Context: an optimization exercise on an open-source flow, tuned for small area, a short achievable clock period and few clock cycles per item. The choices shown serve that exercise and are no tape-out recipe. RTL that was checked went through simulation tests only; none was proved equivalent to the original. The RTL of runs 7 and 8 was laid out without a check of its function. No activity file was given, so power comes from the tool's default toggle rates.

$ cat design/flow/config.mk
export PLATFORM = sky130hd
export DESIGN_NAME = ex_muldiv_unit
export DESIGN_NICKNAME = ex_muldiv_unit
export VERILOG_FILES = /design/flow/design.v
export SDC_FILE = /design/flow/constraint.sdc
export NUM_CORES = 4
export LEC_CHECK = 0
export ABC_AREA = 1
export CAP_MARGIN = 0
export CORE_MARGIN = 2
export CORE_UTILIZATION = 40
export CTS_BUF_LIST = sky130_fd_sc_hd__clkbuf_8
export GPL_TIMING_DRIVEN = 1
export PLACE_DENSITY = 0.6
export SETUP_SLACK_MARGIN = 1.8
export SLEW_MARGIN = 0
$ cat design/flow/constraint.sdc
create_clock -name core_clock -period 6.0 [get_ports {clk}]
set_input_delay 1.2000 -clock core_clock [delete_from_list [all_inputs] [get_ports {clk}]]
set_output_delay 1.2000 -clock core_clock [all_outputs]
set_load 0.01 [all_outputs]
$ cat design/flow/standard.sh
#!/bin/bash
# synth_recipe.tcl (not shown) runs the flow's synth.tcl, then flattens the netlist and writes it again
# the make line also repeats each setting of config.mk as NAME=value (left out here)
make -C /OpenROAD-flow-scripts/flow DESIGN_CONFIG=/design/flow/config.mk WORK_HOME=/design/flow/orfs CLKGATE_MAP_FILE= SYNTH_SCRIPT=/design/flow/synth_recipe.tcl "${@:-finish}"
$ cat design/flow/design.v
module ex_muldiv_unit (
   input  logic        clk,
   input  logic        resetN,
   input  logic        startIn,
   input  logic [2:0]  func3,
   input  logic [31:0] reg1Value,
   input  logic [31:0] reg2Value,
   input  logic [4:0]  rd,
   input  logic        killIn,
   input  logic        stallIn,
   output logic        busyOut,
   output logic        doneOut,
   output logic [31:0] resultOut,
   output logic [4:0]  rdOut
);
   localparam logic [2:0] S_MUL = 3'd0, S_DIV = 3'd1, S_FIX = 3'd2, S_DPREP = 3'd3, S_MOVE = 3'd4;
   logic [2:0]  state;
   logic [2:0]  op;
   logic [32:0] M;       
   logic [33:0] B;       
   logic        sb;      
   logic [63:0] acc;     
   logic [1:0]  adj;     
   logic [4:0]  cnt;     
   logic [5:0]  bsel;    
   logic        negq, negr;
   assign resultOut = acc[31:0];
   function automatic logic [32:0] neg33(input logic [32:0] x);
      neg33[0] = x[0];
      for (int i = 1; i < 33; i++)
         neg33[i] = x[i] ^ (|(x & ((33'd1 << i) - 33'd1)));
   endfunction
   function automatic logic [4:0] tpos(input logic [31:0] x);
      logic [31:0] v;
      logic [4:0]  q [32];
      for (int i = 0; i < 32; i++) begin v[i] = x[i]; q[i] = 5'd0; end
      for (int l = 0; l < 5; l++)
         for (int g = 0; g < (16 >> l); g++) begin
            q[g] = v[2*g+1] ? (q[2*g+1] | 5'(1 << l)) : q[2*g];
            v[g] = v[2*g+1] | v[2*g];
         end
      tpos = q[0];
   endfunction
   function automatic logic [31:0] lowmask(input logic [31:0] x);
      logic [31:0] m;
      m = x;
      for (int k = 1; k < 32; k = k * 2) m = m | (m >> k);
      lowmask = m;
   endfunction
   function automatic logic [16:0] digflags(input logic [32:0] x);
      logic [34:0] w;
      w = {x[32], x, 1'b0};
      digflags = '0;
      for (int i = 1; i < 17; i++)
         digflags[i] = (w[2*i +: 3] != 3'b000) && (w[2*i +: 3] != 3'b111);
   endfunction
   function automatic logic [8:0] pairmask(input logic [32:0] x);
      logic [17:0] f;
      logic [8:0]  pf, pm;
      f = {1'b0, digflags(x)};
      f[0] = 1'b1;
      for (int p = 0; p < 9; p++) pf[p] = f[2*p] | f[2*p+1];
      pm = pf;
      for (int k = 1; k < 9; k = k * 2) pm = pm | (pm >> k);
      pairmask = pm;
   endfunction
   function automatic logic [4:0] onehotwin(input logic [32:0] x, input logic [8:0] oh);
      logic [36:0] w;
      w = {{3{x[32]}}, x, 1'b0};
      onehotwin = '0;
      for (int p = 0; p < 9; p++)
         if (oh[p]) onehotwin = onehotwin | w[4*p +: 5];
   endfunction
   function automatic logic [3:0] ohenc(input logic [8:0] oh);
      ohenc = '0;
      for (int p = 0; p < 9; p++)
         if (oh[p]) ohenc = ohenc | 4'(p);
   endfunction
   function automatic logic [4:0] pairwin(input logic [32:0] x, input logic [3:0] p);
      logic [36:0] w;
      w = {{3{x[32]}}, x, 1'b0};
      pairwin = w[{p, 2'b00} +: 5];
   endfunction
   function automatic logic [5:0] bdec(input logic [4:0] w);
      logic [2:0] lo, hi;
      lo = w[2:0];
      hi = w[4:2];
      bdec = {hi[2] & ~(hi[1] & hi[0]), (hi == 3'b011) || (hi == 3'b100), hi[1] ^ hi[0],
              lo[2] & ~(lo[1] & lo[0]), (lo == 3'b011) || (lo == 3'b100), lo[1] ^ lo[0]};
   endfunction
   logic        s1, s2, sgn1, sgn2;
   logic [32:0] a_ext, b_ext, na;
   logic [8:0]  m1, m2, o1, o2;
   logic        swap;
   logic [3:0]  pStart;
   logic [32:0] mLoad, bLoad;
   logic [31:0] aDiv, bDiv;
   logic [4:0]  posA, posB;
   logic        divLt;
   logic        early, bz, ovf;
   logic [31:0] earlyVal;
   always_comb begin
      s1 = (func3 != 3'd3) && (func3 != 3'd5) && (func3 != 3'd7);
      s2 = (func3 == 3'd0) || (func3 == 3'd1) || (func3 == 3'd4) || (func3 == 3'd6);
      sgn1 = s1 & reg1Value[31];
      sgn2 = s2 & reg2Value[31];
      a_ext = {sgn1, reg1Value};
      b_ext = {sgn2, reg2Value};
      na = neg33(a_ext);
      m1 = pairmask(a_ext);
      o1 = m1 & ~(m1 >> 1);
      m2 = pairmask(b_ext);
      o2 = m2 & ~(m2 >> 1);
      swap = |(m2 & ~m1);
      pStart = swap ? ohenc(o1) : ohenc(o2);
      aDiv  = sgn1 ? {~reg1Value[30:0], 1'b1} : reg1Value;
      bDiv  = sgn2 ? ~reg2Value : reg2Value;
      divLt = |(lowmask(bDiv) & ~lowmask(aDiv));
      posA  = tpos(aDiv);
      posB  = tpos(bDiv);
      if (func3[2]) begin
         mLoad = sgn1 ? na : a_ext;
         bLoad = b_ext;
      end else begin
         mLoad = swap ? b_ext : a_ext;
         bLoad = swap ? a_ext : b_ext;
      end
      bz    = reg2Value == '0;
      ovf   = !func3[0] && reg2Value == '1 && reg1Value == 32'h8000_0000;
      early = func3[2] && (bz || ovf || divLt);
      earlyVal[30:0] = func3[2] ? (func3[1] ? reg1Value[30:0] : {31{bz}}) : 31'd0;
      earlyVal[31]   = func3[2] && (func3[1] ? (reg1Value[31] && !ovf) : (bz || ovf));
   end
   logic        nLo, tLo, oLo, nHi, tHi, oHi;
   logic [34:0] ppLo, ppHi;
   logic [38:0] lowSum;
   logic [26:0] up, upInc, upDec, upNext;
   logic [63:0] mulNext;
   logic [33:0] diff;
   logic        ge;
   logic [31:0] remNext, quoNext;
   logic [32:0] negOut;
   always_comb begin
      {nHi, tHi, oHi, nLo, tLo, oLo} = bsel;
      ppLo    = (({35{tLo}} & {M[32], M, 1'b0}) | ({35{oLo}} & {{2{M[32]}}, M})) ^ {35{nLo}};
      ppHi    = (({35{tHi}} & {M[32], M, 1'b0}) | ({35{oHi}} & {{2{M[32]}}, M})) ^ {35{nHi}};
      lowSum  = {2'b00, acc[32:0], 1'b0, nHi, 1'b0, nLo}
              + {{2{ppHi[34]}}, ppHi, 2'b00} + {{4{ppLo[34]}}, ppLo};
      up      = acc[63:37];
      for (int i = 0; i < 27; i++) begin
         upInc[i] = up[i] ^ (&(up | ~((27'd1 << i) - 27'd1)));
         upDec[i] = up[i] ^ ~(|(up & ((27'd1 << i) - 27'd1)));
      end
      upNext  = (adj == 2'b01) ? upInc : (adj == 2'b11) ? upDec : up;
      mulNext = {upNext[22:0], acc[36:33], lowSum[36:0]};
      diff    = {2'b00, M[31:0]} + B + {33'd0, ~sb};
      ge      = !diff[33];
      remNext = ge ? diff[31:0] : M[31:0];
      quoNext = {acc[30:0], ge};
      negOut  = neg33({1'b0, acc[31:0]});
   end
   always_ff @(posedge clk) begin
      if (!resetN) begin
         busyOut <= 1'b0;
         doneOut <= 1'b0;
      end else if (killIn) begin
         busyOut <= 1'b0;
         doneOut <= 1'b0;
      end else if (!busyOut && !doneOut) begin
         if (startIn) begin
            op    <= func3;
            rdOut <= rd;
            M     <= mLoad;
            B     <= {bLoad[32], bLoad};
            sb    <= sgn2;
            acc   <= {32'd0, earlyVal};
            adj   <= 2'b00;
            negq  <= sgn1 ^ sgn2;
            negr  <= sgn1;
            cnt   <= func3[2] ? posA : {1'b0, pStart};
            bsel  <= func3[2] ? {1'b0, posB} :
                     swap ? bdec(onehotwin(a_ext, o1)) : bdec(onehotwin(b_ext, o2));
            if (early) begin
               doneOut <= 1'b1;
            end else begin
               busyOut <= 1'b1;
               state   <= func3[2] ? S_DPREP : S_MUL;
            end
         end
      end else if (doneOut) begin
         if (!stallIn) doneOut <= 1'b0;
      end else begin
         case (state)
            S_MUL: begin
               acc  <= mulNext;
               adj  <= lowSum[38:37];
               cnt  <= cnt - 5'd1;
               bsel <= bdec(pairwin(B, cnt[3:0] - 4'd1));
               if (cnt == 5'd0) begin
                  if (op[1:0] == 2'd0) begin
                     busyOut <= 1'b0;
                     doneOut <= 1'b1;
                  end else begin
                     state <= S_MOVE;
                  end
               end
            end
            S_DIV: begin
               M[31:0]   <= remNext;
               acc[31:0] <= quoNext;
               B         <= {B[33], B[33:1]};
               cnt       <= cnt - 5'd1;
               if (cnt == 5'd0) begin
                  if (op[1]) acc[31:0] <= remNext;
                  if (op[1] ? negr : negq) begin
                     state <= S_FIX;
                  end else begin
                     busyOut <= 1'b0;
                     doneOut <= 1'b1;
                  end
               end
            end
            S_DPREP: begin
               B     <= (B << (cnt - bsel[4:0])) ^ {34{~sb}};
               cnt   <= cnt - bsel[4:0];
               state <= S_DIV;
            end
            S_MOVE: begin
               busyOut   <= 1'b0;
               doneOut   <= 1'b1;
               acc[31:0] <= {upNext, acc[36:32]};
            end
            default: begin  
               busyOut   <= 1'b0;
               doneOut   <= 1'b1;
               acc[31:0] <= negOut[31:0];
            end
         endcase
      end
   end
endmodule
$ cat design/flow/flow/run.sh
#!/bin/bash
# The standard layout, with buf_2 cells as the port buffers in place of the
# default pick. Make's full output goes to flow_make.log here; each ORFS step
# keeps its own log under orfs/logs.
set -euo pipefail
bash standard.sh 'BUFFER_PORTS_ARGS=-buffer_cell sky130_fd_sc_hd__buf_2' finish > flow_make.log 2>&1
==> results of run 1 <==
## cell usage after synthesis, drive strengths merged, types with 15 or more instances
cell / number
ha: 108
or2: 17
o21bai: 15
inv: 424
nand3: 219
a31oi: 29
o211ai: 65
xor2: 155
buf: 98
edfxtp: 157
a21oi: 229
nor4: 23
fa: 37
nand2: 896
clkbuf: 113
a21o: 18
o221ai: 40
o22ai: 82
nor3: 53
nor2: 409
mux2i: 32
xnor2: 28
o21ai: 420
nand4: 72
## placed cells by master, fill, tap and decap left out, drive strengths merged, types with 10 or more instances in the layout
master	synthesis	layout
a22oi	10	10
clkinv	11	15
mux2i	32	32
a21oi	229	229
o221ai	40	40
a31oi	29	29
o21ai	420	420
a21o	18	18
nand3b	13	13
xor2	155	155
clkbuf	113	19
buf	98	172
fa	37	37
nand2	896	896
edfxtp	157	157
o22ai	82	82
xnor2	28	28
ha	108	108
nand4	72	72
o21bai	15	15
nor2	409	409
nand3	219	219
nor3	53	53
inv	424	429
or2	17	17
nor4	23	23
o211ai	65	65
## worst max-delay path: stages
cell     delay (ps)
buf_2           250
buf_4           270
inv_1           330
nand4_1         160
nor2_1          170
nand3_1          90
nor2_1          390
nor2_1          150
nor2_2          810
o21ai_0         570
nand2_1         180
## logic make-up (layout without fill, tap and decap cells)
group	count (synthesis)	in the layout
DFF	159	159
and+or+nand+nor	1704	1704
muxes	32	32
xor gates and xnor gates	183	183
adders and majority gates	145	145
AOI/OAI and AO/OA	948	948
buffers and inverters	646	641
other	0	4
## area by class of cell
type                            instances  area (um^2)  share of cell area [%]
Inverter                              435         1640                    6.33
Timing Repair inverter                  1         7.51                  0.0290
Sequential cell                       159         4750                    18.3
Clock inverter                         14          150                   0.579
Tap cell                              773          967                    3.73
Multi-Input combinational cell       3012        17100                    65.9
Timing Repair Buffer                  173         1050                    4.07
Clock buffer                           18          248                   0.956
Antenna cell                            4         10.0                  0.0386
## registers in the layout (all words and copies together) (netlist names), 2 cells and up
register	flops
acc	64
B	34
M	33
bsel	6
cnt	5
rdOut	5
state	3
adj	2
op	2
## per-stage QoR
stage	cell area, um^2	worst slack [ps]	utilization (%)	instances	total power [mW]
3_3_place_gp	25000	1130	42.2	4542	4.49
2_1_floorplan	24100	1960	-	3817	3.55
5_1_grt	25900	1750	43.7	4588	6.01
6_report	25900	1850	43.7	4589	5.69
4_1_cts	25500	1810	43.0	4578	5.40
3_5_place_dp	25000	1120	42.2	4542	4.48
## routing by layer
metal | up-vias | share of wire [%] | wire length, um
met4 | 2 | 7.0 | 7880
met2 | 1735 | 43 | 47800
li1 | 12919 | - | -
met3 | 300 | 9.5 | 10700
met5 | - | 0.013 | 15
met1 | 12777 | 41 | 45500
## worst max-delay path by stage
stage / from / end / slack [ps]
after floorplan: startIn / acc[32] / 1960
after global placement: reg1Value[31] / M[25] / 1130
after detailed placement: reg1Value[31] / M[19] / 1120
after CTS: cnt[0] / B[30] / 1810
after global routing: func3[1] / M[19] / 1750
final: reg2Value[31] / acc[6] / 1850
## power breakdown
group	total, mW	switching (mW)	internal [mW]
Clock	0.909	0.554	0.355
Sequential	1.44	0.112	1.32
Combinational	3.34	2.24	1.10
## what timing repair did
item	CTS	global route
setup endpoints to repair	26	72
cloned	1	0
pin swaps	1	11
gates resized for setup	11	82
buffers inserted	3	7
==> flow_metrics.tcl, run 1 <==
set metrics [dict create \
    outcome "timing/DRC/antenna clean" \
    num_vias 27733 \
    grt_most_used_layer "met2" \
    place_congestion 1.08 \
    boundaryPins 116 \
    finalSetupTns_ps 0 \
    yosys.area_share.simple_pct 29.9 \
    synth_xor_area_share_pct 6.66 \
    track_usage_pct 34.9 \
    core_area_um2 59200 \
    synth_edf_count 157 \
    holdPathStages 2 \
    cp_max_fo 26 \
    synth-adder-area-share_pct 8.69 \
    reg2reg_slack_ps 1860 \
    worst-setup-path-type "in -> reg" \
    h-tree-depth 4 \
    synth_nets 4039 \
    antenna_left 0 \
    grt_use_met3_pct 4.49 \
    grt_max_degree 80 \
    die_w_um 249 \
    nFillCells 6414 \
    die-area_um2 62200 \
    yosysSeqAreaShare_pct 19.8 \
    hold_slack_ps 523 \
    worstPathRequired_ps 6440 \
    hpwl_um 88700 \
    wl_per_cell_um 24.4 \
    synthFlopType "edfxtp_1" \
    clockRootBuffer "clkbuf_8" \
    synth_top_area_cell "edfxtp_1" \
    post_route_cells_drive_above_1_share_pct 8.89 \
    synth_seq_cells 159 \
    area_growth_pct 7.66 \
    ys_types 55 \
    start_util_pct 40.6 \
    cap_violations 0 \
    fin_worst_skew_ps 27.9 \
    use_met2_pct 52.9 \
    antenna_found_initial 5 \
    cp_data_arrival_time_ps 4590 \
    fp-row-count 89 \
    min_to "busyOut" \
    synth_compound_gate_area_share_pct 22.6 \
    synth_top_family_by_area "simple AND/OR/NAND/NOR gates" \
    max_slew_margin_pct 21.2 \
    timing.fmax_mhz 241 \
    r2r_end "acc[22]" \
    drtPass1Iterations 8 \
    worstHoldPathType "reg -> reg" \
    hp-start "busyOut" \
    synth_area_leaders "edfxtp_1, nand2_1, o21ai_0, inv_1, nor2_1" \
    ys_async_sr_fraction_pct 0 \
    setup-violations-final 0 \
    cp-end-kind "register" \
    final_nets 4021 \
    synth.area.mux_share_pct 1.33 \
    path_clk_slew_ps 120 \
    grt_pass1_vias 24961 \
    drt_drc_violations_left 0 \
    synth.top_cell.area_share_pct 19.6 \
    viasPerCell 6.04 \
    avgSynthCellArea_um2 6.31 \
    drt_iter0_drc 3914 \
    port_buffers 115 \
    fin_crit_sh_pct 69.2 \
    power.density_nw_per_um2 220 \
    vdd_drop_max_uv 191 \
    clock_sinks 159 \
    wl_um 112000 \
    synth_area_um2 24100 \
    hold_violations 0 \
    cts_tree "built" \
    period_needed_ps 4150 \
    cts_buffer_depth 2 \
    worst_slew_pin_slew_ps 1180 \
    rsz0062_at_grt "yes" \
    overflow 0 \
    grt_pass1_wl_um 163000 \
    die_h_um 249 \
    syn_inst 3817 \
    p_leak_nw 11.5 \
    cts_hold_buf 0 \
    critPathLaunchType "input pin" \
    r2r_start "M[0]" \
    slew_viol_final 0 \
    cts-buffers-inserted 17 \
    worstRegToRegCells 21 \
    clk_latency_ps 600 \
    met1_usage_pct 46.9 \
    ys_warn_count 3 \
]
Testbench counts, summed over its fixed seeds: cycles 21,081, items 3,200.
==> run 2: changes to the inputs <==
--- a/design/flow/config.mk
+++ b/design/flow/config.mk
@@ -9,7 +9,6 @@
 export CAP_MARGIN = 0
 export CORE_MARGIN = 2
 export CORE_UTILIZATION = 40
-export CTS_BUF_LIST = sky130_fd_sc_hd__clkbuf_8
 export GPL_TIMING_DRIVEN = 1
 export PLACE_DENSITY = 0.6
 export SETUP_SLACK_MARGIN = 1.8
==> flow_metrics.tcl, run 2 <==
set metrics [dict create \
    outcome "timing/DRC/antenna clean" \
    die_h_um 249 \
    grt_pass1_wl_um 163000 \
    cts-buffers-inserted 17 \
    synth_area_um2 24100 \
    p_int_mw 3.00 \
    holdPathStages 2 \
    netSwitchingFraction_pct 49.3 \
    cts_tree "built" \
    ys_async_sr_fraction_pct 0 \
    wl_per_cell_um 24.3 \
    clock_sinks 159 \
    hp-start "busyOut" \
    fp-row-count 89 \
    critical-path-slowest-cell "nor2_2" \
    reg_top3 "acc (64), B (34), M (33)" \
    syn_inst 3817 \
    critPathLaunch "reg2Value[31]" \
    layout_commonest_cell "nand2_1" \
    track_usage_pct 34.8 \
    place_congestion 1.08 \
    period_needed_ps 4240 \
    cp_data_arrival_time_ps 4590 \
    drt_drc_violations_left 0 \
    avgSynthCellArea_um2 6.31 \
    cts_hold_buf 0 \
    cp_num_buf_inv 3 \
    worstRegToRegCells 15 \
    synth_nets 4039 \
    worstPathRequired_ps 6350 \
    drt_iter0_drc 3612 \
    power.density_nw_per_um2 227 \
    cap_violations 0 \
    path_depth 11 \
    yosysSeqAreaShare_pct 19.8 \
    synth_top_area_cell "edfxtp_1" \
    h-tree-depth 4 \
    critPathLaunchType "input pin" \
    slowest_delay_ps 790 \
    ys_warn_count 3 \
    multi_input_comb_area_um2 17000 \
    largest_register_ffs 64 \
    synth_edf_count 157 \
    worst_path_most_repeated_cell "nor2_1" \
    timing.fmax_mhz 236 \
    port_buffers 115 \
    die-area_um2 62200 \
    rsz0062_at_grt "yes" \
    boundaryPins 116 \
    viasPerCell 6.04 \
    finalSetupTns_ps 0 \
    p_clk_share_pct 20.0 \
    num_vias 27691 \
    path_clk_slew_ps 80 \
    worst_slew_pin_slew_ps 1150 \
    fin_crit_sh_pct 70.6 \
    setup-violations-final 0 \
    synth_common_cells "nand2_1, inv_1, nor2_1" \
    power_frac_comb_pct 55.8 \
    area_growth_pct 8.31 \
    max_slew_margin_pct 23.5 \
    r2r_start "B[15]" \
    start_util_pct 40.6 \
    hpwl_um 88700 \
    synth_area_leaders "edfxtp_1, nand2_1, o21ai_0, inv_1, nor2_1" \
    antenna_left 0 \
    grt_max_degree 80 \
    final_nets 4021 \
    crit_path_cell_trace "buf_2, buf_4, inv_1, nand4_1, nor2_1, nand3_1, nor2_1, nor2_1, nor2_2, o21ai_0, nand2_1" \
    hold_slack_ps 517 \
    p_leak_nw 11.5 \
    yosysMostFrequentCell "nand2_1" \
    wl_um 111000 \
    cp-end-kind "register" \
    worstHoldPathType "reg -> reg" \
    path_delay_family "simple AND/OR/NAND/NOR gates" \
    vdd_drop_max_uv 250 \
    seqCellArea_um2 4750 \
    sequentialPowerShare_pct 24.2 \
    hold_violations 0 \
    clk_latency_ps 510 \
    synthFlopType "edfxtp_1" \
    cp_max_fo 26 \
    layout_common_cells "nand2_1, inv_1, nor2_1, o21ai_0, a21oi_1" \
    top_register "acc" \
    drtPass1Iterations 6 \
    antenna_found_initial 3 \
    fin_worst_skew_ps 16.0 \
    p_sw_mw 2.92 \
    synth.top_cell.area_share_pct 19.6 \
    cts_buffer_depth 2 \
    core_area_um2 59200 \
    power_mw 5.93 \
    ys_types 55 \
    clockRootBuffer "clkbuf_16" \
    worst-setup-path-type "in -> reg" \
    nFillCells 6385 \
    post_route_cells_drive_above_1_share_pct 8.97 \
    slew_viol_final 0 \
    grt_pass1_vias 24989 \
    die_w_um 249 \
    synth_seq_cells 159 \
    overflow 0 \
]
run 2: final timing paths:
| kind | endpoint | slack [ps] |
|---|---|---|
| setup / recovery | acc[6] | 1760 |
| hold / removal | busyOut | 520 |
| setup reg to reg | acc[14] | 1910 |
| hold reg to reg | busyOut | 520 |
run 2: per-stage QoR:
step / cells / area (um^2) / worst slack [ps] / util [%]
floorplan: 3817 / 24100 / 1960 / -
global route: 4586 / 26100 / 1660 / 44.0
global placement: 4542 / 25000 / 1130 / 42.2
CTS: 4580 / 25700 / 1790 / 43.4
detailed placement: 4542 / 25000 / 1120 / 42.2
finish: 4587 / 26100 / 1760 / 44.0
run 2: area by class of cell:
| type | count | share of cell area [%] |
|---|---|---|
| well taps | 773 | 3.71 |
| inverters | 435 | 6.30 |
| diodes | 2 | 0.0192 |
| repair buffers | 173 | 4.06 |
| multi-input cells | 3012 | 65.4 |
| repair inverters | 1 | 0.0288 |
| flip-flops and latches | 159 | 18.2 |
| clock buffers | 18 | 1.68 |
| clock inverters | 14 | 0.576 |
run 2: power groups by stage:
| stage | sequential (mW) | combinational [mW] | clock, mW |
|---|---|---|---|
| after detailed placement | 1.46 | 3.02 | 0 |
| after global routing | 1.44 | 3.60 | 1.22 |
| after floorplan | 1.39 | 2.16 | 0 |
| final | 1.44 | 3.30 | 1.18 |
| after global placement | 1.46 | 3.03 | 0 |
| after CTS | 1.43 | 3.06 | 1.19 |
run 2: layer usage:
layer | wire (um) | share of wire (%) | up-vias | global-route usage (%)
li1 | - | - | 12915 | -
met1 | 44800 | 40 | 12738 | 46.1
met2 | 47000 | 42 | 1713 | 52.6
met3 | 11000 | 9.9 | 325 | 5.35
met4 | 8590 | 7.7 | 0 | 22.4
met5 | 0 | 0 | - | 0
run 2: kinds of logic (layout without fill, tap and decap cells):
| family | Yosys count | after routing | synth area share, % |
|---|---|---|---|
| AO/OA/AOI/OAI | 948 | 948 | 22.6 |
| XOR/XNOR | 183 | 183 | 6.66 |
| adder cells (fa/ha/maj) | 145 | 145 | 8.69 |
| buffers and inverters | 646 | 641 | 11.1 |
| flip-flops | 159 | 159 | 19.8 |
| multiplexers | 32 | 32 | 1.33 |
| other | 0 | 2 | 0 |
| AND/OR/NAND/NOR | 1704 | 1704 | 29.9 |
run 2: what timing repair did:
| item | CTS | global route |
|---|---|---|
| pin swaps | 0 | 13 |
| resized for setup | 11 | 83 |
| setup endpoints to repair | 30 | 71 |
| gates cloned | 1 | 0 |
| setup buffers | 5 | 5 |
run 2: worst register-to-register path: stages, from the launching register on:
cell,delay (ps)
edfxtp_1,600
ha_1,440
nand2_1,140
inv_1,60
a21oi_1,220
nand2_1,100
o21ai_0,320
nand3_1,120
nand2_1,90
nand2_2,60
inv_2,430
o21ai_0,410
o21ai_0,420
o211ai_1,240
nand2_1,150
nand2_1,50
==> run 3: changes to the inputs <==
--- a/design/flow/config.mk
+++ b/design/flow/config.mk
@@ -11,5 +11,5 @@
 export CORE_UTILIZATION = 40
 export GPL_TIMING_DRIVEN = 1
 export PLACE_DENSITY = 0.6
-export SETUP_SLACK_MARGIN = 1.8
+export SETUP_SLACK_MARGIN = 1.7
 export SLEW_MARGIN = 0
==> flow_metrics.tcl, run 3 <==
set metrics [dict create \
    layout_common_cells "nand2_1, inv_1, nor2_1, o21ai_0, a21oi_1" \
    power.density_nw_per_um2 224 \
    antenna_found_initial 3 \
    timing.fmax_mhz 232 \
    fin_worst_skew_ps 16.2 \
    ys_warn_count 3 \
    multi_input_comb_area_um2 16800 \
    clockRootBuffer "clkbuf_16" \
    reg_top3 "acc (64), B (34), M (33)" \
    cts_hold_buf 0 \
    critPathLaunchType "register" \
    fin_crit_sh_pct 72.0 \
    core_area_um2 59200 \
    boundaryPins 116 \
    top_register "acc" \
    cts-buffers-inserted 17 \
    dp_slack_ps 1120 \
    track_usage_pct 34.7 \
    sequentialPowerShare_pct 24.8 \
    place_congestion 1.08 \
    ys_async_sr_fraction_pct 0 \
    outcome "timing/DRC/antenna clean" \
    start_util_pct 40.6 \
    drt_iter0_drc 3443 \
    area_growth_pct 7.32 \
    cts_buffer_depth 2 \
    cp_data_arrival_time_ps 4640 \
    synth.top_cell.area_share_pct 19.6 \
    die-area_um2 62200 \
    rsz0062_at_grt "yes" \
    synth_top_area_cell "edfxtp_1" \
    dp_cells 4542 \
    stdcell_count 4587 \
    seqCellArea_um2 4750 \
    viasPerCell 6.02 \
    netSwitchingFraction_pct 49.6 \
    wl_um 111000 \
    layout_commonest_cell "nand2_1" \
    max_slew_margin_pct 21.7 \
    p_sw_mw 2.87 \
    cp_max_fo 6 \
    syn_inst 3817 \
    power_mw 5.80 \
    hold_violations 0 \
    cp-end-kind "register" \
    grt_pass1_wl_um 163000 \
    nFillCells 6433 \
    path_clk_slew_ps 80 \
    synth_edf_count 157 \
    worstRegToRegCells 20 \
    drtPass1Iterations 6 \
    slew_viol_final 0 \
    utilization_pct 43.6 \
    overflow 0 \
    setup_ws_ps 1680 \
    avgSynthCellArea_um2 6.31 \
    yosysMostFrequentCell "nand2_1" \
    synth_seq_cells 159 \
    h-tree-depth 4 \
    clock_sinks 159 \
    power_frac_comb_pct 54.9 \
    largest_register_ffs 64 \
    period_needed_ps 4320 \
    synth_area_leaders "edfxtp_1, nand2_1, o21ai_0, inv_1, nor2_1" \
    worstHoldPathType "reg -> reg" \
    antenna_left 0 \
    p_int_mw 2.92 \
    yosysSeqAreaShare_pct 19.8 \
    fp-row-count 89 \
    post_route_cells_drive_above_1_share_pct 8.16 \
    cap_violations 0 \
    p_leak_nw 11.5 \
    die_h_um 249 \
    synth_common_cells "nand2_1, inv_1, nor2_1" \
    hpwl_um 88700 \
    drt_drc_violations_left 0 \
    port_buffers 115 \
    grt_max_degree 80 \
    wl_per_cell_um 24.3 \
    grt_pass1_vias 24949 \
    finalSetupTns_ps 0 \
    worstPathRequired_ps 6320 \
    final_nets 4020 \
    synth_area_um2 24100 \
    ys_types 55 \
    vdd_drop_max_uv 251 \
    synth_nets 4039 \
    holdPathStages 2 \
    die_w_um 249 \
    p_clk_share_pct 20.3 \
    worst-setup-path-type "reg -> reg" \
    cts_tree "built" \
    num_vias 27631 \
    synthFlopType "edfxtp_1" \
    setup-violations-final 0 \
    clk_latency_ps 510 \
    worst_slew_pin_slew_ps 1170 \
]
## run 3: cell counts after synthesis
No cell type changed its count.
## run 3: critical path: stages (launching register included)
cell	delay [ps]
edfxtp_1	320
buf_4	180
clkinvlp_4	150
buf_4	180
buf_12	130
o22ai_1	200
xor2_1	220
fa_1	450
ha_1	370
nand2_1	110
nor2_1	200
nand2_1	130
nor4_1	340
nand3_1	180
o2111ai_1	190
nand2_1	80
inv_1	120
nor2_1	50
o21bai_1	140
o21ai_0	90
a21oi_1	260
## run 3: path summary, 6_finish.rpt
kind            from      end  slack [ps]
min reg2reg  busyOut  busyOut         520
max          bsel[4]   adj[0]        1680
max reg2reg  bsel[4]   adj[0]        1680
min          busyOut  busyOut         520
## run 3: layout make-up
type / count / share of cell area [%]
inverter: 435 / 6.35
tap: 773 / 3.74
clock buffer: 18 / 1.70
sequential: 159 / 18.4
timing repair inverter: 1 / 0.0291
clock inverter: 14 / 0.581
timing repair buffer: 171 / 4.05
antenna: 3 / 0.0291
multi-input combinational: 3013 / 65.1
## run 3: stage by stage
stage	hold slack (ps)	area (um^2)
floorplan	495	24100
global placement	508	25000
detailed placement	506	25000
CTS	523	25700
global route	564	25800
finish	521	25800
## run 3: cells by family (layout without fill, tap and decap cells)
family	after synthesis	count (layout)	share of synthesized area, %
other cells	0	3	0
flops	159	159	19.8
buf+inv	646	639	11.1
fa+ha+maj	145	145	8.69
simple gates	1704	1705	29.9
mux	32	32	1.33
xor+xnor	183	183	6.66
compound gates	948	948	22.6
## run 3: layer usage
metal  wire length (um)  vias up  global-route usage, %
li1                   -    12917                      -
met1              45000    12763                   46.2
met2              47300     1629                   52.6
met3              10500      322                   4.96
met4               8390        0                   22.6
met5                  0        -                      0
## run 3: power by group through the flow
stage                     registers, mW  clock network [mW]  logic (mW)
after CTS                          1.43                1.19        3.04
after detailed placement           1.46                   0        3.02
after floorplan                    1.39                   0        2.16
after global routing               1.44                1.22        3.47
final                              1.44                1.18        3.18
after global placement             1.46                   0        3.03
## run 3: what timing repair did
| item | in CTS | in global routing |
|---|---|---|
| gates cloned | 1 | 1 |
| endpoints found under the setup margin | 24 | 58 |
| buffers inserted | 4 | 4 |
| gates resized for setup | 4 | 46 |
| pin swaps | 0 | 2 |
==> run 4: changes to the inputs <==
--- a/design/flow/config.mk
+++ b/design/flow/config.mk
@@ -11,5 +11,5 @@
 export CORE_UTILIZATION = 40
 export GPL_TIMING_DRIVEN = 1
 export PLACE_DENSITY = 0.6
-export SETUP_SLACK_MARGIN = 1.7
+export SETUP_SLACK_MARGIN = 2.1
 export SLEW_MARGIN = 0
==> flow_metrics.tcl, run 4 <==
set metrics [dict create \
    cts_hold_buf 0 \
    cp_data_arrival_time_ps 4370 \
    largest_register_ffs 64 \
    wl_um 111000 \
    synth_nets 4039 \
    grt_pass1_wl_um 160000 \
    holdPathStages 2 \
    syn_inst 3817 \
    seqCellArea_um2 4750 \
    synthFlopType "edfxtp_1" \
    cts_tree "built" \
    worstHoldPathType "reg -> reg" \
    fin_worst_skew_ps 22.9 \
    slew_viol_final 0 \
    cp-end-kind "register" \
    fp-row-count 89 \
    worst_path_most_repeated_cell "nand2_1" \
    yosysMostFrequentCell "nand2_1" \
    path_depth 20 \
    hold_violations 0 \
    max_slew_margin_pct 22.8 \
    stdcell_count 4642 \
    die_w_um 249 \
    area_growth_pct 13.2 \
    synth.area.mux_share_pct 1.33 \
    track_usage_pct 33.9 \
    synth_top_family_by_area "simple AND/OR/NAND/NOR gates" \
    p_leak_nw 12.0 \
    clock_sinks 159 \
    slowest_delay_ps 500 \
    design_area_um2 27300 \
    num_vias 28394 \
    wl_per_cell_um 24.0 \
    layout_common_cells "nand2_1, inv_1, nor2_1, o21ai_0, a21oi_1" \
    grt_max_degree 77 \
    cap_violations 0 \
    critical-path-slowest-cell "fa_1" \
    worst-setup-path-type "reg -> reg" \
    die-area_um2 62200 \
    synth_common_cells "nand2_1, inv_1, nor2_1" \
    critPathLaunchType "register" \
    layout_commonest_cell "nand2_1" \
    outcome "timing/DRC/antenna clean" \
    post_route_cells_drive_above_1_share_pct 12.5 \
    cp_max_fo 7 \
    port_buffers 115 \
    synth_top_area_cell "edfxtp_1" \
    hold_slack_ps 513 \
    utilization_pct 46.0 \
    h-tree-depth 4 \
    period_needed_ps 4110 \
    worstPathRequired_ps 6260 \
    drt_drc_violations_left 0 \
    dp_cells 4541 \
    reg2reg_slack_ps 1890 \
    power.density_nw_per_um2 226 \
    setup_ws_ps 1890 \
    synth_seq_cells 159 \
    synth_compound_gate_area_share_pct 22.6 \
    path_clk_slew_ps 80 \
    cp_num_buf_inv 3 \
    final_nets 4077 \
    timing.fmax_mhz 243 \
    clockRootBuffer "clkbuf_16" \
    synth_edf_count 157 \
    crit_path_cell_trace "buf_6, clkinvlp_4, buf_12, o22ai_1, xor2_1, fa_1, ha_4, nand2_1, nor2_1, nand4_1, nand3_2, a21o_1, nand2_2, o21ai_1, xnor2_1, nor2_1, nor2_2, nand2_1, nand3_1, nand2_1" \
    post_dp_cell_area_um2 25000 \
    drtPass1Iterations 9 \
    reg_top3 "acc (64), B (34), M (33)" \
    setup-violations-final 0 \
    fin_crit_sh_pct 68.5 \
    dp_slack_ps 1250 \
    cts_buffer_depth 2 \
    overflow 0 \
    grt_pass1_vias 25233 \
    place_congestion 1.10 \
    path_delay_family "simple AND/OR/NAND/NOR gates" \
    rsz0062_at_grt "yes" \
    nFillCells 6266 \
    top_register "acc" \
    ys_warn_count 3 \
    synth-adder-area-share_pct 8.69 \
    worstRegToRegCells 20 \
    synth_area_leaders "edfxtp_1, nand2_1, o21ai_0, inv_1, nor2_1" \
    cts-buffers-inserted 17 \
    core_area_um2 59200 \
    hpwl_um 86500 \
    yosys.area_share.simple_pct 29.9 \
    multi_input_comb_area_um2 17600 \
    worst_slew_pin_slew_ps 1160 \
    ys_async_sr_fraction_pct 0 \
    die_h_um 249 \
    antenna_found_initial 3 \
    power_mw 6.16 \
    synth_area_um2 24100 \
    vdd_drop_max_uv 230 \
    synth_xor_area_share_pct 6.66 \
    finalSetupTns_ps 0 \
    avgSynthCellArea_um2 6.31 \
    ys_types 55 \
    yosysSeqAreaShare_pct 19.8 \
    boundaryPins 116 \
    drt_iter0_drc 4018 \
    synth.top_cell.area_share_pct 19.6 \
    clk_latency_ps 510 \
    viasPerCell 6.12 \
    start_util_pct 40.6 \
    antenna_left 0 \
]
[run 4: metal layers]
metal / track usage, % / part of all wire (%) / wire, um / vias up
met5: 0 / 0.011 / 12 / -
met1: 44.5 / 40 / 44300 / 13149
met4: 21.6 / 7.7 / 8560 / 2
met3: 5.90 / 10 / 11500 / 365
li1: - / - / - / 13031
met2: 51.5 / 42 / 46900 / 1847
[run 4: area by class of cell]
class	count	area share, %
Multi-Input combinational cell	3014	64.6
Clock buffer	20	1.64
Timing Repair inverter	3	0.0826
Tap cell	773	3.55
Clock inverter	12	0.367
Antenna cell	1	0.00918
Sequential cell	159	17.4
Timing Repair Buffer	225	6.13
Inverter	435	6.14
[run 4: worst reg2reg max path, stage by stage (launching register included)]
cell	delay, ps
edfxtp_1	420
buf_6	130
clkinvlp_4	150
buf_12	190
o22ai_1	220
xor2_1	250
fa_1	500
ha_4	340
nand2_1	150
nor2_1	200
nand4_1	170
nand3_2	130
a21o_1	180
nand2_2	70
o21ai_1	170
xnor2_1	150
nor2_1	70
nor2_2	190
nand2_1	70
nand3_1	70
nand2_1	60
[run 4: cell families (layout without fill, tap and decap cells)]
kind of cell / count (synthesis) / count (layout)
adder cells (fa/ha/maj): 145 / 145
flip-flops: 159 / 159
AND/OR/NAND/NOR: 1704 / 1706
other: 0 / 1
buffers and inverters: 646 / 695
XOR/XNOR: 183 / 183
AO/OA/AOI/OAI: 948 / 948
multiplexers: 32 / 32
[run 4: what timing repair did]
action	CTS	global route
endpoints found under the hold margin	0	0
gates cloned	4	5
pin swaps	11	60
setup endpoints to repair	74	108
setup buffers	22	37
gates resized for setup	76	191
[run 4: path summary, 6_finish.rpt]
check	startpoint	endpoint
setup / recovery	bsel[4]	acc[27]
hold / removal	busyOut	busyOut
setup reg to reg	bsel[4]	acc[27]
hold reg to reg	busyOut	busyOut
[run 4: power by group]
group          internal, mW  switching, mW  leakage (nW)  total, mW
registers              1.33          0.108          1.47       1.43
clock network         0.548          0.546         0.260       1.09
logic                  1.27           2.36          10.2       3.63
total                  3.14           3.01          12.0       6.16
==> run 5: changes to the inputs <==
--- a/design/flow/config.mk
+++ b/design/flow/config.mk
@@ -10,6 +10,6 @@
 export CORE_MARGIN = 2
 export CORE_UTILIZATION = 40
 export GPL_TIMING_DRIVEN = 1
-export PLACE_DENSITY = 0.6
-export SETUP_SLACK_MARGIN = 2.1
+export PLACE_DENSITY = 0.7
+export SETUP_SLACK_MARGIN = 1.95
 export SLEW_MARGIN = 0
==> flow_metrics.tcl, run 5 <==
set metrics [dict create \
    die_h_um 249 \
    place_congestion 1.08 \
    die_w_um 249 \
    p_leak_nw 11.8 \
    drtPass1Iterations 7 \
    start_util_pct 40.6 \
    fin_worst_skew_ps 10.6 \
    grt_pass1_wl_um 163000 \
    critPathLaunchType "register" \
    viasPerCell 6.15 \
    ys_warn_count 3 \
    antenna_found_initial 4 \
    hold_violations 0 \
    post_dp_cell_area_um2 25000 \
    largest_register_ffs 64 \
    cp_max_fo 8 \
    worstPathRequired_ps 6260 \
    wl_um 114000 \
    clk_latency_ps 500 \
    post_route_cells_drive_above_1_share_pct 11.5 \
    ys_async_sr_fraction_pct 0 \
    finalSetupTns_ps 0 \
    core_area_um2 59200 \
    cap_violations 0 \
    wl_per_cell_um 24.6 \
    fin_crit_sh_pct 68.9 \
    seqCellArea_um2 4750 \
    h-tree-depth 4 \
    die-area_um2 62200 \
    setup-violations-final 0 \
    cts-buffers-inserted 17 \
    hpwl_um 88000 \
    worstHoldPathType "reg -> reg" \
    synth_nets 4039 \
    yosysMostFrequentCell "nand2_1" \
    synthFlopType "edfxtp_1" \
    worst-setup-path-type "reg -> reg" \
    period_needed_ps 4130 \
    outcome "timing/DRC/antenna clean" \
    rsz0062_at_grt "yes" \
    synth_area_um2 24100 \
    design_area_um2 26900 \
    timing.fmax_mhz 242 \
    max_slew_margin_pct 32.3 \
    overflow 0 \
    cts_buffer_depth 2 \
    port_buffers 115 \
    area_growth_pct 11.9 \
    fp-row-count 89 \
    ys_types 55 \
    yosysSeqAreaShare_pct 19.8 \
    nFillCells 6266 \
    layout_common_cells "nand2_1, inv_1, nor2_1, o21ai_0, a21oi_1" \
    clockRootBuffer "clkbuf_16" \
    power.density_nw_per_um2 231 \
    netSwitchingFraction_pct 49.7 \
    multi_input_comb_area_um2 17500 \
    grt_max_degree 74 \
    synth.top_cell.area_share_pct 19.6 \
    p_clk_share_pct 19.0 \
    syn_inst 3817 \
    clock_sinks 159 \
    power_frac_comb_pct 57.9 \
    path_clk_slew_ps 80 \
    worst_slew_pin_slew_ps 1010 \
    layout_commonest_cell "nand2_1" \
    p_int_mw 3.13 \
    cts_tree "built" \
    drt_iter0_drc 4184 \
    top_register "acc" \
    slew_viol_final 0 \
    sequentialPowerShare_pct 23.1 \
    synth_edf_count 157 \
    grt_pass1_vias 25430 \
    drt_drc_violations_left 0 \
    track_usage_pct 34.7 \
    synth_area_leaders "edfxtp_1, nand2_1, o21ai_0, inv_1, nor2_1" \
    antenna_left 0 \
    reg_top3 "acc (64), B (34), M (33)" \
    vdd_drop_max_uv 172 \
    avgSynthCellArea_um2 6.31 \
    cp_data_arrival_time_ps 4390 \
    boundaryPins 116 \
    final_nets 4051 \
    synth_common_cells "nand2_1, inv_1, nor2_1" \
    p_sw_mw 3.09 \
    synth_seq_cells 159 \
    synth_top_area_cell "edfxtp_1" \
    num_vias 28379 \
    cp-end-kind "register" \
]
run 5: timing repair:
item | CTS | global route
cloned | 3 | 3
pin swaps | 7 | 38
gates resized for setup | 53 | 162
hold buffers | 0 | 0
endpoints found under the setup margin | 71 | 86
setup buffers | 15 | 22
run 5: cell families (layout without fill, tap and decap cells):
group	count (synthesis)	after routing	share of synthesized area, %
and+or+nand+nor	1704	1706	29.9
other	0	3	0
xor gates and xnor gates	183	183	6.66
adders and majority gates	145	145	8.69
AOI/OAI and AO/OA	948	948	22.6
buffers and inverters	646	669	11.1
muxes	32	32	1.33
DFF	159	159	19.8
run 5: power groups by stage:
stage | sequential, mW | combinational (mW) | clock, mW
after detailed placement | 1.45 | 3.02 | 0
after floorplan | 1.39 | 2.16 | 0
after global routing | 1.44 | 3.87 | 1.22
after CTS | 1.43 | 3.13 | 1.17
after global placement | 1.45 | 3.01 | 0
final | 1.43 | 3.60 | 1.18
run 5: layout make-up:
type                       count  area share (%)
tap                          773            3.59
timing repair inverter         3          0.0697
inverter                     435            6.24
clock inverter                15           0.683
antenna                        3          0.0279
clock buffer                  17            1.58
multi-input combinational   3014            65.1
sequential                   159            17.6
timing repair buffer         199            5.05
run 5: critical path, stage by stage (launching register included):
cell and delay, ps:
edfxtp_1 470, clkinvlp_4 150, buf_12 160, buf_6 130, o22ai_2 140, xor2_1 240, fa_1 490, ha_4 300
a21oi_4 140, o21ai_0 100, a21oi_1 210, nand3_2 150, a21o_1 250, nand2_2 80, nand2_1 80, nand2_1 70
nand2_1 60, or2_2 280, nand3_1 100, nand3b_1 110, nand3_1 90, nand2_1 60
run 5: layer usage:
metal	GRT usage, %	wire length (um)
met5	0	25
met4	22.8	8520
met3	6.48	12800
met2	51.9	47800
met1	45.6	44500
run 5: worst paths after layout:
kind         cells past startpoint  startpoint  slack, ps       to
max                             21     bsel[0]       1870  acc[29]
min                              2     busyOut        520  busyOut
max reg2reg                     21     bsel[0]       1870  acc[29]
min reg2reg                      2     busyOut        520  busyOut
run 5: stage by stage:
stage	util, %	hold slack [ps]	setup slack, ps	cells	total power, mW
after global placement	42.2	516	1000	4540	4.47
after CTS	43.8	522	1900	4590	5.73
after floorplan	-	495	1960	3817	3.55
after detailed placement	42.2	504	973	4540	4.47
after global routing	45.5	548	1710	4615	6.52
final	45.5	522	1870	4618	6.21
==> run 6: changes to the inputs <==
--- a/design/flow/config.mk
+++ b/design/flow/config.mk
@@ -10,6 +10,6 @@
 export CORE_MARGIN = 2
 export CORE_UTILIZATION = 40
 export GPL_TIMING_DRIVEN = 1
-export PLACE_DENSITY = 0.7
+export PLACE_DENSITY = 0.6
 export SETUP_SLACK_MARGIN = 1.95
 export SLEW_MARGIN = 0
==> flow_metrics.tcl, run 6 <==
set metrics [dict create \
    drt_drc_violations_left 0 \
    largest_register_ffs 64 \
    h-tree-depth 4 \
    synth-adder-area-share_pct 8.69 \
    final_nets 4048 \
    wl_um 113000 \
    die-area_um2 62200 \
    path_clk_slew_ps 80 \
    finalSetupTns_ps 0 \
    slew_viol_final 0 \
    die_h_um 249 \
    worst_path_most_repeated_cell "nand2_1" \
    ys_types 55 \
    cp_data_arrival_time_ps 4230 \
    timing.fmax_mhz 252 \
    synth_common_cells "nand2_1, inv_1, nor2_1" \
    cp_num_buf_inv 2 \
    synth_area_um2 24100 \
    syn_inst 3817 \
    cp_max_fo 8 \
    outcome "timing/DRC/antenna clean" \
    reg_top3 "acc (64), B (34), M (33)" \
    synth_xor_area_share_pct 6.66 \
    antenna_left 0 \
    design_area_um2 26900 \
    slowest_delay_ps 280 \
    cap_violations 0 \
    fp-row-count 89 \
    stdcell_count 4613 \
    cts_hold_buf 0 \
    place_congestion 1.08 \
    layout_common_cells "nand2_1, inv_1, nor2_1, o21ai_0, a21oi_1" \
    hold_violations 0 \
    drtPass1Iterations 7 \
    synth_area_leaders "edfxtp_1, nand2_1, o21ai_0, inv_1, nor2_1" \
    track_usage_pct 34.8 \
    synth_edf_count 157 \
    synthFlopType "edfxtp_1" \
    p_leak_nw 11.8 \
    synth_top_family_by_area "simple AND/OR/NAND/NOR gates" \
    cts-buffers-inserted 17 \
    post_route_cells_drive_above_1_share_pct 11.2 \
    hpwl_um 88700 \
    worst_slew_pin_slew_ps 1200 \
    period_needed_ps 3970 \
    worstHoldPathType "reg -> reg" \
    synth.top_cell.area_share_pct 19.6 \
    cts_buffer_depth 2 \
    ys_warn_count 3 \
    boundaryPins 116 \
    synth_seq_cells 159 \
    utilization_pct 45.3 \
    synth_top_area_cell "edfxtp_1" \
    num_vias 28044 \
    clock_sinks 159 \
    layout_commonest_cell "nand2_1" \
    core_area_um2 59200 \
    yosysSeqAreaShare_pct 19.8 \
    fin_worst_skew_ps 16.9 \
    avgSynthCellArea_um2 6.31 \
    start_util_pct 40.6 \
    drt_iter0_drc 3442 \
    synth_compound_gate_area_share_pct 22.6 \
    grt_pass1_wl_um 163000 \
    critical-path-slowest-cell "or2_2" \
    clk_latency_ps 510 \
    die_w_um 249 \
    cts_tree "built" \
    overflow 0 \
    dp_cells 4542 \
    crit_path_cell_trace "buf_2, inv_1, nand2_1, a21o_1, nor2_2, nand2_2, nor2_4, nand2_2, nor2_4, nand2_1, o21ai_1, a21oi_1, o21ai_0, nor2_1, o21ai_0, nor3_2, ha_1, or2_2, o211ai_1, nand3_1, nand3_1, nand2_1" \
    path_delay_family "simple AND/OR/NAND/NOR gates" \
    synth.area.mux_share_pct 1.33 \
    rsz0062_at_grt "yes" \
    yosysMostFrequentCell "nand2_1" \
    post_dp_cell_area_um2 25000 \
    top_register "acc" \
    setup-violations-final 0 \
    port_buffers 115 \
    area_growth_pct 11.6 \
    max_slew_margin_pct 19.8 \
    cp-end-kind "register" \
    critPathLaunchType "input pin" \
    worst-setup-path-type "in -> reg" \
    fin_crit_sh_pct 66.2 \
    grt_pass1_vias 25110 \
    viasPerCell 6.08 \
    power.density_nw_per_um2 231 \
    clockRootBuffer "clkbuf_16" \
    worstPathRequired_ps 6260 \
    wl_per_cell_um 24.5 \
    grt_max_degree 80 \
    yosys.area_share.simple_pct 29.9 \
    vdd_drop_max_uv 252 \
    ys_async_sr_fraction_pct 0 \
    antenna_found_initial 2 \
    synth_nets 4039 \
]
-- run 6: cell counts after synthesis --
Identical to the previous run, type by type.
-- run 6: path summary, 6_finish.rpt --
check	from	to	slack (ps)	depth (start not counted)
worst max-delay path	reg1Value[27]	bsel[4]	2030	22
worst min-delay path	busyOut	busyOut	520	2
worst max register to register	bsel[4]	acc[28]	2060	23
worst min register to register	busyOut	busyOut	520	2
-- run 6: power breakdown --
group          leakage (nW)  switching (mW)  internal (mW)
registers              1.47           0.111           1.32
clock network         0.287           0.589          0.599
logic                  10.1            2.35           1.24
-- run 6: cell type report --
cell class | instances | area (um^2)
antenna | 1 | 2.50
sequential | 159 | 4750
clock buffer | 18 | 439
clock inverter | 14 | 150
fill | 6337 | 32400
timing repair inverter | 1 | 7.51
timing repair buffer | 199 | 1350
multi-input combinational | 3013 | 17500
tap | 773 | 967
inverter | 435 | 1660
-- run 6: logic make-up after synthesis --
family                     after synthesis
AOI/OAI and AO/OA                      948
xor gates and xnor gates               183
adders and majority gates              145
buffers and inverters                  646
DFF                                    159
muxes                                   32
and+or+nand+nor                       1704
-- run 6: per-stage QoR --
stage,total power [mW],hold WS [ps],setup slack (ps)
6_report,6.21,518,2030
5_1_grt,6.53,564,1830
4_1_cts,5.73,523,1870
3_5_place_dp,4.48,506,1120
3_3_place_gp,4.49,508,1130
2_1_floorplan,3.55,495,1960
-- run 6: what timing repair did --
item | in CTS | in global routing
gates cloned | 1 | 3
setup endpoints to repair | 51 | 84
gates resized for setup | 38 | 168
setup buffers | 7 | 27
pin swaps | 2 | 51
-- run 6: routing by layer --
layer	vias to the layer above	global-route usage, %	part of all wire [%]
met5	-	0	0.013
met2	1793	52.9	43
met4	2	22.4	7.6
met3	325	5.09	9.6
li1	12978	-	-
met1	12946	46.2	40
-- run 6: worst min-delay path, cell delays in order (launching register included) --
cell     delay (ps)
dfxtp_1         350
nand2_1          80
a21oi_1          50
==> run 7: changes to the inputs <==
--- a/design/flow/design.v
+++ b/design/flow/design.v
@@ -197,7 +197,8 @@
                cnt  <= cnt - 5'd1;
                bsel <= bdec(pairwin(B, cnt[3:0] - 4'd1));
                if (cnt == 5'd0) begin
-                  if (op[1:0] == 2'd0) begin
+                  if (op[1:0] != 2'd0) acc[31:0] <= mulNext[63:32];
+                  if (op[1:0] == 2'd0 || lowSum[38:37] == 2'b00) begin
                      busyOut <= 1'b0;
                      doneOut <= 1'b1;
                   end else begin
--- a/design/flow/config.mk
+++ b/design/flow/config.mk
@@ -11,5 +11,5 @@
 export CORE_UTILIZATION = 40
 export GPL_TIMING_DRIVEN = 1
 export PLACE_DENSITY = 0.6
-export SETUP_SLACK_MARGIN = 1.95
+export SETUP_SLACK_MARGIN = 1.8
 export SLEW_MARGIN = 0
==> flow_metrics.tcl, run 7 <==
set metrics [dict create \
    outcome "timing/DRC/antenna clean" \
    critPathLaunchType "register" \
    h-tree-depth 4 \
    slowest_delay_ps 480 \
    worst_path_most_repeated_cell "nand2_1" \
    cts-buffers-inserted 17 \
    setup_ws_ps 1830 \
    timing.fmax_mhz 240 \
    crit_path_cell_trace "buf_4, clkinvlp_4, buf_4, o22ai_1, xor2_1, fa_1, ha_4, nand2_1, nor2_1, inv_1, nor3_1, inv_1, o21bai_4, a21o_1, nand2_1, nand3_1, nand3_1, a21oi_2, nand2_1, nand2_1, nand2_1" \
    fin_crit_sh_pct 69.5 \
    power.density_nw_per_um2 236 \
    ys_types 61 \
    viasPerCell 6.12 \
    slew_viol_final 0 \
    wl_um 131000 \
    largest_register_ffs 64 \
    drtPass1Iterations 8 \
    max_slew_margin_pct 24.6 \
    wl_per_cell_um 26.0 \
    ys_async_sr_fraction_pct 0 \
    rsz0062_at_grt "yes" \
    place_congestion 1.08 \
    cp_data_arrival_time_ps 4410 \
    hold_violations 0 \
    cts_tree "built" \
    port_buffers 115 \
    synthFlopType "edfxtp_1" \
    grt_pass1_vias 28221 \
    layout_common_cells "nand2_1, inv_1, nor2_1, o21ai_0, nand3_1" \
    period_needed_ps 4170 \
    antenna_left 0 \
    final_nets 4381 \
    path_clk_slew_ps 70 \
    die_w_um 256 \
    fp-row-count 92 \
    drt_drc_violations_left 0 \
    design_area_um2 28100 \
    track_usage_pct 38.4 \
    yosysMostFrequentCell "nand2_1" \
    clock_sinks 159 \
    finalSetupTns_ps 0 \
    synth_top_area_cell "edfxtp_1" \
    worst_slew_pin_slew_ps 1130 \
    clockRootBuffer "clkbuf_16" \
    worstHoldPathType "reg -> reg" \
    post_dp_cell_area_um2 26500 \
    boundaryPins 116 \
    cp_max_fo 6 \
    synth_nets 4379 \
    synth_seq_cells 159 \
    avgSynthCellArea_um2 6.12 \
    ys_warn_count 3 \
    worstPathRequired_ps 6250 \
    cap_violations 0 \
    num_vias 30715 \
    start_util_pct 40.4 \
    synth_area_leaders "edfxtp_1, nand2_1, o21ai_0, inv_1, nor2_1" \
    syn_inst 4157 \
    clk_latency_ps 510 \
    layout_commonest_cell "nand2_1" \
    path_delay_family "simple AND/OR/NAND/NOR gates" \
    yosysSeqAreaShare_pct 18.7 \
    hpwl_um 104000 \
    cp_num_buf_inv 5 \
    p_leak_nw 12.7 \
    synth_common_cells "nand2_1, inv_1, nor2_1" \
    antenna_found_initial 5 \
    drt_iter0_drc 4388 \
    cp-end-kind "register" \
    synth_edf_count 157 \
    dp_slack_ps 882 \
    core_area_um2 63000 \
    die_h_um 256 \
    setup-violations-final 0 \
    synth_area_um2 25400 \
    cts_buffer_depth 2 \
    reg_top3 "acc (64), B (34), M (33)" \
    overflow 0 \
    critical-path-slowest-cell "fa_1" \
    hold_slack_ps 553 \
    area_growth_pct 10.6 \
    die-area_um2 65600 \
    worst-setup-path-type "reg -> reg" \
    grt_max_degree 81 \
    fin_worst_skew_ps 23.3 \
    post_route_cells_drive_above_1_share_pct 10.7 \
    synth.top_cell.area_share_pct 18.5 \
    vdd_drop_max_uv 219 \
    grt_pass1_wl_um 188000 \
    top_register "acc" \
]
## run 7: changes by cell type after synthesis, moves of 7 or more
| cell | before | now |
|---|---|---|
| a21oi_1 | 229 | 242 |
| a31oi_1 | 29 | 36 |
| buf_4 | 34 | 42 |
| clkbuf_1 | 113 | 121 |
| inv_1 | 404 | 480 |
| inv_2 | 20 | 13 |
| mux2i_1 | 32 | 22 |
| nand2_1 | 885 | 1078 |
| nand3_1 | 218 | 277 |
| nor2_1 | 393 | 429 |
| o21ai_0 | 363 | 374 |
| o21ai_1 | 56 | 14 |
## run 7: path summary, 6_finish.rpt
kind | cells past startpoint | startpoint | slack, ps | to
min | 2 | busyOut | 550 | busyOut
max | 21 | bsel[1] | 1830 | acc[28]
max reg2reg | 21 | bsel[1] | 1830 | acc[28]
min reg2reg | 2 | busyOut | 550 | busyOut
## run 7: report_power, final
group | total [mW] | switching, mW | internal, mW | leakage (nW)
clock network | 1.16 | 0.573 | 0.584 | 0.280
logic | 4.04 | 2.77 | 1.27 | 11.0
registers | 1.43 | 0.103 | 1.32 | 1.47
total | 6.62 | 3.44 | 3.18 | 12.7
## run 7: final cells by class
cell class / count / area, um^2
repair inverters: 2 / 15.0
well taps: 846 / 1060
inverters: 504 / 1950
multi-input cells: 3278 / 18500
fillers: 6872 / 34800
diodes: 2 / 5.00
flip-flops and latches: 159 / 4750
clock inverters: 15 / 149
clock buffers: 17 / 425
repair buffers: 197 / 1240
## run 7: kinds of logic (layout without fill, tap and decap cells)
kind of cell / count (synthesis) / after routing / synth area share [%]
AND/OR/NAND/NOR: 1980 / 1982 / 32.7
AO/OA/AOI/OAI: 937 / 937 / 21.3
buffers and inverters: 722 / 735 / 11.6
XOR/XNOR: 192 / 192 / 6.64
flip-flops: 159 / 159 / 18.7
adder cells (fa/ha/maj): 145 / 145 / 8.23
multiplexers: 22 / 22 / 0.866
other: 0 / 2 / 0
## run 7: repair_timing
| action | CTS | global route |
|---|---|---|
| hold endpoints to repair | 0 | 0 |
| endpoints found under the setup margin | 49 | 98 |
| buffers inserted | 11 | 15 |
| gates cloned | 2 | 3 |
| resized for setup | 39 | 179 |
| hold buffers | 0 | 0 |
| pin swaps | 3 | 24 |
## run 7: routing by layer
metal	part of all wire [%]	track usage, %
met1	38	49.0
met2	43	59.2
met3	11	6.41
met4	8.2	26.3
met5	0.0061	0
## run 7: worst reg2reg max path, cell delays in order, from the launching register on
cell and delay [ps]:
edfxtp_1 430, buf_4 190, clkinvlp_4 160, buf_4 180, o22ai_1 180, xor2_1 210
fa_1 480, ha_4 330, nand2_1 130, nor2_1 110, inv_1 110, nor3_1 150
inv_1 130, o21bai_4 180, a21o_1 130, nand2_1 70, nand3_1 80, nand3_1 180
a21oi_2 280, nand2_1 90, nand2_1 80, nand2_1 50
## run 7: through the flow
step	util, %	power [mW]	instances
6_report	44.7	6.62	5020
5_1_grt	44.7	6.93	5018
4_1_cts	43.3	6.15	5000
3_5_place_dp	42.1	4.93	4955
3_3_place_gp	42.1	4.95	4955
2_1_floorplan	-	3.69	4157
==> run 8: changes to the inputs <==
--- a/design/flow/config.mk
+++ b/design/flow/config.mk
@@ -11,5 +11,5 @@
 export CORE_UTILIZATION = 40
 export GPL_TIMING_DRIVEN = 1
 export PLACE_DENSITY = 0.6
-export SETUP_SLACK_MARGIN = 1.8
+export SETUP_SLACK_MARGIN = 1.6
 export SLEW_MARGIN = 0
==> flow_metrics.tcl, run 8 <==
set metrics [dict create \
    outcome "timing/DRC/antenna clean" \
    synth.top_cell.area_share_pct 18.5 \
    grt_pass1_vias 28249 \
    cp_data_arrival_time_ps 4660 \
    num_vias 30592 \
    final_nets 4370 \
    layout_commonest_cell "nand2_1" \
    seqCellArea_um2 4750 \
    core_area_um2 63000 \
    wl_per_cell_um 25.9 \
    drtPass1Iterations 8 \
    viasPerCell 6.11 \
    boundaryPins 116 \
    area_growth_pct 8.14 \
    cap_violations 0 \
    synth_seq_cells 159 \
    clockRootBuffer "clkbuf_16" \
    critical-path-slowest-cell "fa_1" \
    place_congestion 1.08 \
    worst_path_most_repeated_cell "nand2_1" \
    power_mw 6.34 \
    p_leak_nw 12.6 \
    drt_iter0_drc 4267 \
    synth_nets 4379 \
    synth_area_leaders "edfxtp_1, nand2_1, o21ai_0, inv_1, nor2_1" \
    yosysSeqAreaShare_pct 18.7 \
    r2r_end "acc[16]" \
    cp_max_fo 6 \
    insertedDiodeCount 0 \
    syn_inst 4157 \
    synth_common_cells "nand2_1, inv_1, nor2_1" \
    cts_hold_buf 0 \
    slowest_delay_ps 520 \
    worst-setup-path-type "reg -> reg" \
    path_delay_family "compound AO/OA/AOI/OAI gates" \
    overflow 0 \
    ys_warn_count 3 \
    avgSynthCellArea_um2 6.12 \
    top_register "acc" \
    nFillCells 6955 \
    ys_async_sr_fraction_pct 0 \
    worstRegToRegCells 18 \
    die_h_um 256 \
    clock_sinks 159 \
    cp-end-kind "register" \
    synth_edf_count 157 \
    antenna_left 0 \
    dp_cells 4955 \
    timing.fmax_mhz 226 \
    cp_num_buf_inv 2 \
    setup_ws_ps 1580 \
    finalSetupTns_ps 0 \
    largest_register_ffs 64 \
    layout_common_cells "nand2_1, inv_1, nor2_1, o21ai_0, nand3_1" \
    reg_top3 "acc (64), B (34), M (33)" \
    rsz0062_at_grt "yes" \
    track_usage_pct 38.3 \
    die-area_um2 65600 \
    h-tree-depth 4 \
    cts_buffer_depth 2 \
    die_w_um 256 \
    setup-violations-final 0 \
    grt_pass1_wl_um 187000 \
    clk_latency_ps 510 \
    min_to "busyOut" \
    cts-buffers-inserted 17 \
    synth_area_um2 25400 \
    worst_slew_pin_slew_ps 1140 \
    stdcell_count 5007 \
    yosysMostFrequentCell "nand2_1" \
    power.density_nw_per_um2 231 \
    multi_input_comb_area_um2 18000 \
    grt_max_degree 81 \
    hp-start "busyOut" \
    fin_worst_skew_ps 29.1 \
    post_route_cells_drive_above_1_share_pct 8.29 \
    hpwl_um 104000 \
    r2r_start "bsel[0]" \
    dp_slack_ps 882 \
    antenna_found_initial 5 \
    ys_types 61 \
    holdPathStages 2 \
    start_util_pct 40.4 \
    synth_top_area_cell "edfxtp_1" \
    worstPathRequired_ps 6240 \
    path_clk_slew_ps 70 \
    worstHoldPathType "reg -> reg" \
    drt_drc_violations_left 0 \
    fp-row-count 92 \
    crit_path_cell_trace "clkinvlp_4, buf_4, o22ai_1, xor2_1, fa_1, ha_4, a21oi_1, o21ai_0, a21oi_1, nand2_1, nand2_1, nand2_1, xnor2_1, nand2_1, o211ai_1, nand3_1, nand2_1, nand2_1" \
    hold_violations 0 \
    fin_crit_sh_pct 73.7 \
    synthFlopType "edfxtp_1" \
    vdd_drop_max_uv 216 \
    critPathLaunchType "register" \
    cts_tree "built" \
    max_slew_margin_pct 23.8 \
    period_needed_ps 4420 \
    port_buffers 115 \
    wl_um 130000 \
    reg2reg_slack_ps 1580 \
    slew_viol_final 0 \
]
[run 8: per-layer routing]
layer  wire length, um  track usage [%]  part of all wire, %
met5                22                0                0.017
met4             10800             26.3                  8.3
met3             13900             6.30                   11
met2             55900             59.2                   43
met1             49100             48.9                   38
[run 8: cell type report]
class                           instances  share of cell area (%)
Clock inverter                         15                   0.542
Tap cell                              846                    3.85
Inverter                              504                    7.02
Sequential cell                       159                    17.3
Clock buffer                           17                    1.55
Timing Repair inverter                  2                  0.0546
Multi-Input combinational cell       3277                    65.5
Timing Repair Buffer                  187                    4.15
[run 8: per-stage QoR]
step | util, % | hold slack [ps] | cell area (um^2)
6_report | 43.7 | 555 | 27500
3_3_place_gp | 42.1 | 545 | 26500
4_1_cts | 43.2 | 554 | 27200
3_5_place_dp | 42.1 | 540 | 26500
2_1_floorplan | - | 515 | 25400
5_1_grt | 43.7 | 604 | 27500
[run 8: cells by family (layout without fill, tap and decap cells)]
| logic type | after synthesis | after routing | share of synthesized area [%] |
|---|---|---|---|
| fa+ha+maj | 145 | 145 | 8.23 |
| compound gates | 937 | 937 | 21.3 |
| simple gates | 1980 | 1981 | 32.7 |
| xor+xnor | 192 | 192 | 6.64 |
| flops | 159 | 159 | 18.7 |
| mux | 22 | 22 | 0.866 |
| buf+inv | 722 | 725 | 11.6 |
[run 8: worst min-delay path, delay by kind of cell, from the launching register on]
kind	cells	cell delay, ps
AO/OA/AOI/OAI	1	60
flip-flops	1	350
buffers and inverters	1	100
[run 8: power breakdown]
| part | total, mW | internal [mW] | switching, mW |
|---|---|---|---|
| clock | 1.15 | 0.584 | 0.570 |
| sequential | 1.43 | 1.32 | 0.103 |
| combinational | 3.76 | 1.13 | 2.63 |
| total | 6.34 | 3.04 | 3.31 |
[run 8: how the worst max path moves through the flow]
stage               startpoint  endpoint  slack, ps  cells after the start
floorplan               resetN   acc[32]       2010                      4
finish                 bsel[0]   acc[16]       1580                     18
CTS                    bsel[1]   acc[22]       1620                     18
detailed placement     bsel[0]   acc[17]        880                     18
global placement       bsel[0]   acc[17]        860                     18
global route           bsel[4]   doneOut       1510                     21
[run 8: repair_timing]
item                                    CTS  global route
gates cloned                              2             1
resized for setup                        17            60
buffers inserted                          9             8
endpoints found under the hold margin     0             0
pin swaps                                 1             7
endpoints found under the setup margin   26            57

==> what the ideal ports hide <==
The flow's constraints put no driver on any port. The routed layouts listed below were extracted and timed again, unchanged, in two steps.
Step 1: set_driving_cell puts a clkbuf_16 on clk and a buf_2 on each other input, an assumption about the parent block.
Step 2 also shifts input and output timing later by t, the mid clock arrival at the registers, as if the neighbouring blocks saw the same clock.
Slacks: ideal ports / drivers / drivers and shift; pairs: ideal ports / drivers.
run	shift t [ns]	setup slack, ns	worst setup path at the end	clock arrival spread, ns	cell pins on the clock port's net
run 1	0.645	1.847 / 1.859 / 1.242	input to register	0.028 / 0.028	1
run 2	0.557	1.765 / 1.803 / 1.246	input to register	0.016 / 0.016	1
run 3	0.563	1.681 / 1.681 / 1.275	input to register	0.017 / 0.016	1
run 4	0.562	1.890 / 1.890 / 1.597	input to register	0.023 / 0.023	1
run 5	0.550	1.869 / 1.869 / 1.559	input to register	0.010 / 0.011	1
run 6	0.558	2.029 / 2.022 / 1.464	input to register	0.017 / 0.017	1
run 7	0.561	1.832 / 1.832 / 1.374	input to register	0.023 / 0.023	1
run 8	0.559	1.577 / 1.577 / 1.187	input to register	0.029 / 0.029	1
After both steps every run listed still meets setup and hold. For run 1, which loses most, drivers alone change the setup slack by +0.012 ns; drivers and shift together by -0.605 ns.
